This is an optimization exercise on Yosys and OpenROAD, whose aim is small area, a short achievable clock period and few clock cycles per item, not a production implementation. Only simulation tests tie the RTL to the original design; equivalence was not proved. Power is estimated from default activity; no workload was simulated.

==> flow/design.v <==
`timescale 1ns / 1ps
package prrts_pkg;
    localparam int MAX_TASKS = 16;
    localparam int IDX_W     = 4;
    localparam int CNT_W     = 5;
    localparam logic [2:0] FN_CREATE = 3'd0;
    localparam logic [2:0] FN_TICK   = 3'd1;
    localparam logic [2:0] FN_DELAY  = 3'd2;
    localparam logic [2:0] FN_SWITCH = 3'd3;
    localparam logic [2:0] FN_START  = 3'd4;
    localparam logic [1:0] RES_OK       = 2'd0;
    localparam logic [1:0] RES_FULL     = 2'd1;
    localparam logic [1:0] RES_NO_TASKS = 2'd2;
    localparam logic [1:0] RES_IGNORED  = 2'd3;
endpackage
`timescale 1ns / 1ps
module prrts_cell (
    input  logic [255:0]      lt,
    input  logic [255:0]      eq,
    input  logic [15:0]       elig,
    input  logic [15:0]       after_cur,   
    output logic [15:0]       win
);
    logic [255:0]      beat;      
    logic              none;
    always_comb
    begin
        beat = '0;
        for (int i = 1; i < 16; i++)
        begin
            for (int j = 0; j < i; j++)
            begin
                logic j_first;
                logic j_beats_i;
                j_first   = after_cur[j] | ~after_cur[i];
                j_beats_i = lt[j*16+i] | (eq[j*16+i] & j_first);
                beat[j*16+i] = elig[j] & j_beats_i;
                beat[i*16+j] = elig[i] & ~j_beats_i;
            end
        end
        none = ~|elig;
        for (int i = 0; i < 16; i++)
        begin
            logic beaten;
            beaten = 1'b0;
            for (int j = 0; j < 16; j++)
                beaten = beaten | beat[j*16+i];
            win[i] = elig[i] & ~beaten;
        end
        win[0] = win[0] | none;
    end
endmodule
`timescale 1ns / 1ps
`timescale 1ns / 1ps
module priority_round_robin_task_scheduler_core (
    input  logic        clk,
    input  logic        rst_n,
    input  logic        in_valid,
    output logic        in_ready,
    input  logic [2:0]  func,
    input  logic [7:0]  priority_req,
    input  logic [31:0] stack_pointer,
    input  logic [31:0] delay_ticks,
    output logic        out_valid,
    input  logic        out_ready,
    output logic [1:0]  status,
    output logic [3:0]  task_index,
    output logic [31:0] task_sp,
    output logic        switch_request
);
    logic              rv_q;
    logic [2:0]        rfn_q;
    logic [7:0]        rprio_q;
    logic [31:0]       rsp_q;
    logic [31:0]       rdm1_q;       
    logic [4:0]        count_q;
    logic [3:0]        cur_q;
    logic [15:1]       upto_q;       
    logic              cur_valid_q;
    logic              running_q;
    logic [15:0]       run_q;
    logic [31:0]       tnext_q;      
    logic [15:0]       idle_q;       
    logic [15:0][31:0] sp_q;
    logic [15:0][7:0]  prio_q;
    logic [15:1][31:0] wake_q;
    logic [255:0]      lt_q;         
    logic [255:0]      eq_q;
    logic              lv_q;
    logic [1:0]        l_st_q;
    logic [3:0]        l_ix_q;
    logic              l_rq_q;
    logic              l_sp_q;
    logic              ov_q;
    logic [1:0]        st_q;
    logic [3:0]        ix_q;
    logic [31:0]       tsp_q;
    logic              rq_q;
    logic              sk_q;
    logic [1:0]        sk_st_q;
    logic [3:0]        sk_ix_q;
    logic              sk_rq_q;
    logic [31:0]       sk_tsp_q;
    logic        take;
    logic        exec;
    logic        out_free;
    logic        fn_create, fn_tick, fn_delay, fn_switch, fn_start;
    logic        full, empty, dly_ok;
    logic [31:0] wake_new;
    assign in_ready  = !(rv_q && sk_q);
    assign take      = in_valid && in_ready;
    assign exec      = rv_q && !sk_q;
    assign out_free  = !ov_q || out_ready;
    assign fn_create = (rfn_q == prrts_pkg::FN_CREATE);
    assign fn_tick   = (rfn_q == prrts_pkg::FN_TICK);
    assign fn_delay  = (rfn_q == prrts_pkg::FN_DELAY);
    assign fn_switch = (rfn_q == prrts_pkg::FN_SWITCH);
    assign fn_start  = (rfn_q == prrts_pkg::FN_START);
    assign full      = count_q[4];
    assign empty     = (count_q == '0);
    assign dly_ok    = cur_valid_q && (rdm1_q != '1);
    function automatic logic [31:0] add32(input logic [31:0] x, input logic [31:0] y);
        logic [31:0] g, p, gg, pp, ng, np;
        g  = x & y;
        p  = x ^ y;
        gg = g;
        pp = p;
        for (int d = 1; d < 32; d = d * 2)
        begin
            for (int b = 0; b < 32; b++)
            begin
                if (b >= d)
                begin
                    ng[b] = gg[b] | (pp[b] & gg[b-d]);
                    np[b] = pp[b] & pp[b-d];
                end
                else
                begin
                    ng[b] = gg[b];
                    np[b] = pp[b];
                end
            end
            gg = ng;
            pp = np;
        end
        add32 = p ^ {gg[30:0], 1'b0};
    endfunction
    assign wake_new = add32(tnext_q, rdm1_q);
    always_ff @(posedge clk or negedge rst_n)
    begin
        if (!rst_n)
            rv_q <= 1'b0;
        else if (in_ready)
            rv_q <= in_valid;
    end
    always_ff @(posedge clk)
    begin
        if (in_ready)
        begin
            rfn_q   <= func;
            rprio_q <= priority_req;
            rsp_q   <= stack_pointer;
            rdm1_q  <= delay_ticks - 32'd1;
        end
    end
    logic [15:0] elig;
    logic [15:0] win;
    logic [15:0] cur_oh;
    logic [3:0]  win_idx;
    logic [31:0] cur_sp;
    logic [31:0] l_tsp;
    always_comb
    begin
        for (int i = 0; i < 16; i++)
        begin
            elig[i]   = run_q[i] && !idle_q[i];
            cur_oh[i] = (cur_q == 4'(i));
        end
    end
    prrts_cell u_choice (
        .lt        (lt_q),
        .eq        (eq_q),
        .elig      (elig),
        .after_cur ({~upto_q, 1'b0}),
        .win       (win)
    );
    always_comb
    begin
        win_idx = '0;
        for (int i = 0; i < 16; i++)
            if (win[i])
                win_idx = win_idx | 4'(i);
        cur_sp  = '0;
        for (int i = 0; i < 16; i++)
            cur_sp = cur_sp | ({32{cur_oh[i]}} & sp_q[i]);
        l_tsp   = l_sp_q ? cur_sp : '0;
    end
    always_ff @(posedge clk)
    begin
        for (int i = 0; i < 16; i++)
        begin
            if (exec && ((fn_create && (count_q == 5'(i))) ||
                         (fn_switch && cur_valid_q && cur_oh[i])))
                sp_q[i] <= rsp_q;
            if (exec && fn_create && (count_q == 5'(i)))
            begin
                prio_q[i] <= rprio_q;
                idle_q[i] <= (rprio_q == 8'hFF);
                for (int j = 0; j < i; j++)
                begin
                    lt_q[j*16+i] <= (prio_q[j] < rprio_q);
                    eq_q[j*16+i] <= (prio_q[j] == rprio_q);
                end
            end
        end
        for (int i = 1; i < 16; i++)
        begin
            if (exec && fn_delay && dly_ok && cur_oh[i])
                wake_q[i] <= wake_new;
        end
    end
    logic [15:0] run_next;
    always_comb
    begin
        run_next = run_q;
        if (fn_create && !full)
            run_next = run_q | (16'd1 << count_q[3:0]);
        else if (fn_tick)
        begin
            for (int i = 1; i < 16; i++)
                if ((5'(i) < count_q) && (wake_q[i] == tnext_q))
                    run_next[i] = 1'b1;
        end
        else if (fn_delay && dly_ok)
            run_next = run_q & ~cur_oh;
        else if (fn_switch && !empty)
            run_next = run_q | win;
    end
    always_ff @(posedge clk or negedge rst_n)
    begin
        if (!rst_n)
        begin
            count_q     <= '0;
            cur_q       <= '0;
            upto_q      <= '0;
            cur_valid_q <= 1'b0;
            running_q   <= 1'b0;
            run_q       <= '0;
            tnext_q     <= 32'd1;
        end
        else if (exec)
        begin
            run_q <= run_next;
            if (fn_create && !full)
                count_q <= count_q + 5'd1;
            if (fn_tick)
                tnext_q <= tnext_q + 32'd1;
            if (fn_switch && !empty)
            begin
                cur_q       <= win_idx;
                cur_valid_q <= 1'b1;
                for (int k = 1; k < 16; k++)
                    upto_q[k] <= ~|(win & ((16'd1 << k) - 16'd1));
            end
            if (fn_start && !empty)
            begin
                running_q   <= 1'b1;
                cur_valid_q <= 1'b0;
            end
        end
    end
    logic [1:0] r_st;
    logic [3:0] r_ix;
    logic       r_rq;
    logic       r_sp;    
    always_comb
    begin
        r_st = prrts_pkg::RES_OK;
        r_ix = '0;
        r_rq = 1'b0;
        r_sp = 1'b0;
        if (fn_create)
        begin
            if (full)
                r_st = prrts_pkg::RES_FULL;
            else
                r_ix = count_q[3:0];
        end
        else if (fn_tick)
        begin
        end
        else if (fn_delay)
        begin
            if (dly_ok)
                r_rq = running_q;
            else
                r_st = prrts_pkg::RES_IGNORED;
        end
        else if (fn_switch)
        begin
            if (empty)
                r_st = prrts_pkg::RES_NO_TASKS;
            else
            begin
                r_ix = win_idx;
                r_sp = 1'b1;
            end
        end
        else if (fn_start)
        begin
            if (empty)
                r_st = prrts_pkg::RES_NO_TASKS;
            else
                r_rq = 1'b1;
        end
        else
            r_st = prrts_pkg::RES_IGNORED;
    end
    always_ff @(posedge clk or negedge rst_n)
    begin
        if (!rst_n)
        begin
            lv_q <= 1'b0;
            ov_q <= 1'b0;
            sk_q <= 1'b0;
        end
        else
        begin
            if (!sk_q)
                lv_q <= exec;
            if (out_free)
                ov_q <= sk_q || lv_q;
            sk_q <= !out_free && (sk_q || lv_q);
        end
    end
    always_ff @(posedge clk)
    begin
        if (exec)
        begin
            l_st_q <= r_st;
            l_ix_q <= r_ix;
            l_rq_q <= r_rq;
            l_sp_q <= r_sp;
        end
        if (out_free && sk_q)
        begin
            st_q  <= sk_st_q;
            ix_q  <= sk_ix_q;
            rq_q  <= sk_rq_q;
            tsp_q <= sk_tsp_q;
        end
        else if (out_free && lv_q)
        begin
            st_q  <= l_st_q;
            ix_q  <= l_ix_q;
            rq_q  <= l_rq_q;
            tsp_q <= l_tsp;
        end
        if (!sk_q && lv_q)
        begin
            sk_st_q  <= l_st_q;
            sk_ix_q  <= l_ix_q;
            sk_rq_q  <= l_rq_q;
            sk_tsp_q <= l_tsp;
        end
    end
    assign out_valid      = ov_q;
    assign status         = st_q;
    assign task_index     = ix_q;
    assign task_sp        = tsp_q;
    assign switch_request = rq_q;
endmodule
Settings: LEC_CHECK=0, CAP_MARGIN=20, CORE_MARGIN=2, CORE_UTILIZATION=60, CTS_BUF_LIST=sky130_fd_sc_hd__clkbuf_8 sky130_fd_sc_hd__clkbuf_16, CTS_CLUSTER_DIAMETER=100, CTS_CLUSTER_SIZE=24, SLEW_MARGIN=20, TNS_END_PERCENT=30; clock period 10.0 ns.
standard.sh (not shown) runs the stock make flow with config.mk's settings and CLKGATE_MAP_FILE= SYNTH_SCRIPT=/design/flow/synth_recipe.tcl, a recipe that flattens the netlist after the stock synthesis.
==> flow/flow/run.sh <==
#!/bin/bash
# the standard layout, with timing repair aimed below the clock period:
# repair works on every path with less than SETUP_SLACK_MARGIN ns of slack
set -euo pipefail
bash standard.sh SETUP_SLACK_MARGIN=6.5 finish > run_standard.log 2>&1
Testbench counts at the start, summed over its fixed seeds: cycles 5,743, items 5,719.
Edit:
- CORE_UTILIZATION: 60 -> 68
- TNS_END_PERCENT: 30 -> default
- register-to-register slack hardly moves
- total power shrinks by 0.81%
- synthesized cell count is unchanged
- routed wire length fell by 1.5%
- global-route usage grows by 3.6 points
- worst setup slack gets better by 0.12 ns
- sequential share of layout area rises by 0.37 points
- via count went up by 2.7%
- cell count drops by 3.5%
- first-iteration DRC count went up by 16%
- worst hold slack improved by 0.064 ns
Edit:
- CORE_UTILIZATION: 68 -> 60
=> The new run ran to the end with no violations. Area after synthesis does not change. Final cell count is higher by 3.8%. Design area goes up by 0.79%.
Edit:
==> flow/flow/run.sh (replaced) <==
#!/bin/bash
# the standard layout, with timing repair aimed below the clock period:
# repair works on every path with less than SETUP_SLACK_MARGIN ns of slack.
# port buffers start as buf_2 (repair sizes them as needed)
set -euo pipefail
bash standard.sh SETUP_SLACK_MARGIN=6.5 "BUFFER_PORTS_ARGS=-buffer_cell sky130_fd_sc_hd__buf_2" finish > run_standard.log 2>&1
- CORE_UTILIZATION: 60 -> 68
Power came out lower by 1.2%.
Sequential power barely changes.
Flip-flop and latch count is unchanged.
Die area came out lower by 12%.
Design area came out lower by 1.8%.
Setup slack degrades by 0.033 ns.
Utilization came out higher by 7.9 points.
Wire length came out lower by 2.9%.
Non-clock buffer count came out lower by 19.
Via count came out higher by 1.3%.
Register-to-register slack improves by 0.02 ns.

## what the ideal ports hide
The flow's constraints put no driver on any port. The routed layouts listed below were extracted and timed again, unchanged, in two steps. Step 1 (the two cells are an assumption about what drives the block):
set clk [get_ports {clk}]
set_driving_cell -lib_cell sky130_fd_sc_hd__clkbuf_16 $clk
set_driving_cell -lib_cell sky130_fd_sc_hd__buf_2 [delete_from_list [all_inputs] $clk]
Step 2 moves the port delays by t, midway between the first and last clock arrival at a register: inputs arrive t later, outputs are due t later. That takes back most of the time a late clock gives input paths. a / b / c = ideal / step 1 / step 2; a / b = the first two.
run	shift t [ns]	slack for setup (ns)	hold WS [ns]	worst setup path at the end	latest minus earliest clock arrival (ns)
the first run	0.778	6.340 / 6.256 / 5.741	0.457 / 0.457 / 0.457	input to register	0.036 / 0.035
the second run	0.764	6.460 / 6.439 / 5.830	0.521 / 0.521 / 0.521	input to register	0.036 / 0.037
the third run	0.769	6.493 / 6.421 / 5.810	0.486 / 0.486 / 0.486	input to register	0.028 / 0.028
the fourth run	0.766	6.460 / 6.406 / 5.746	0.488 / 0.488 / 0.488	input to register	0.036 / 0.036
After both steps setup and hold are still met in every run listed. For the fourth run, which loses most, drivers alone change the setup slack by -0.054 ns; drivers and shift together by -0.714 ns.
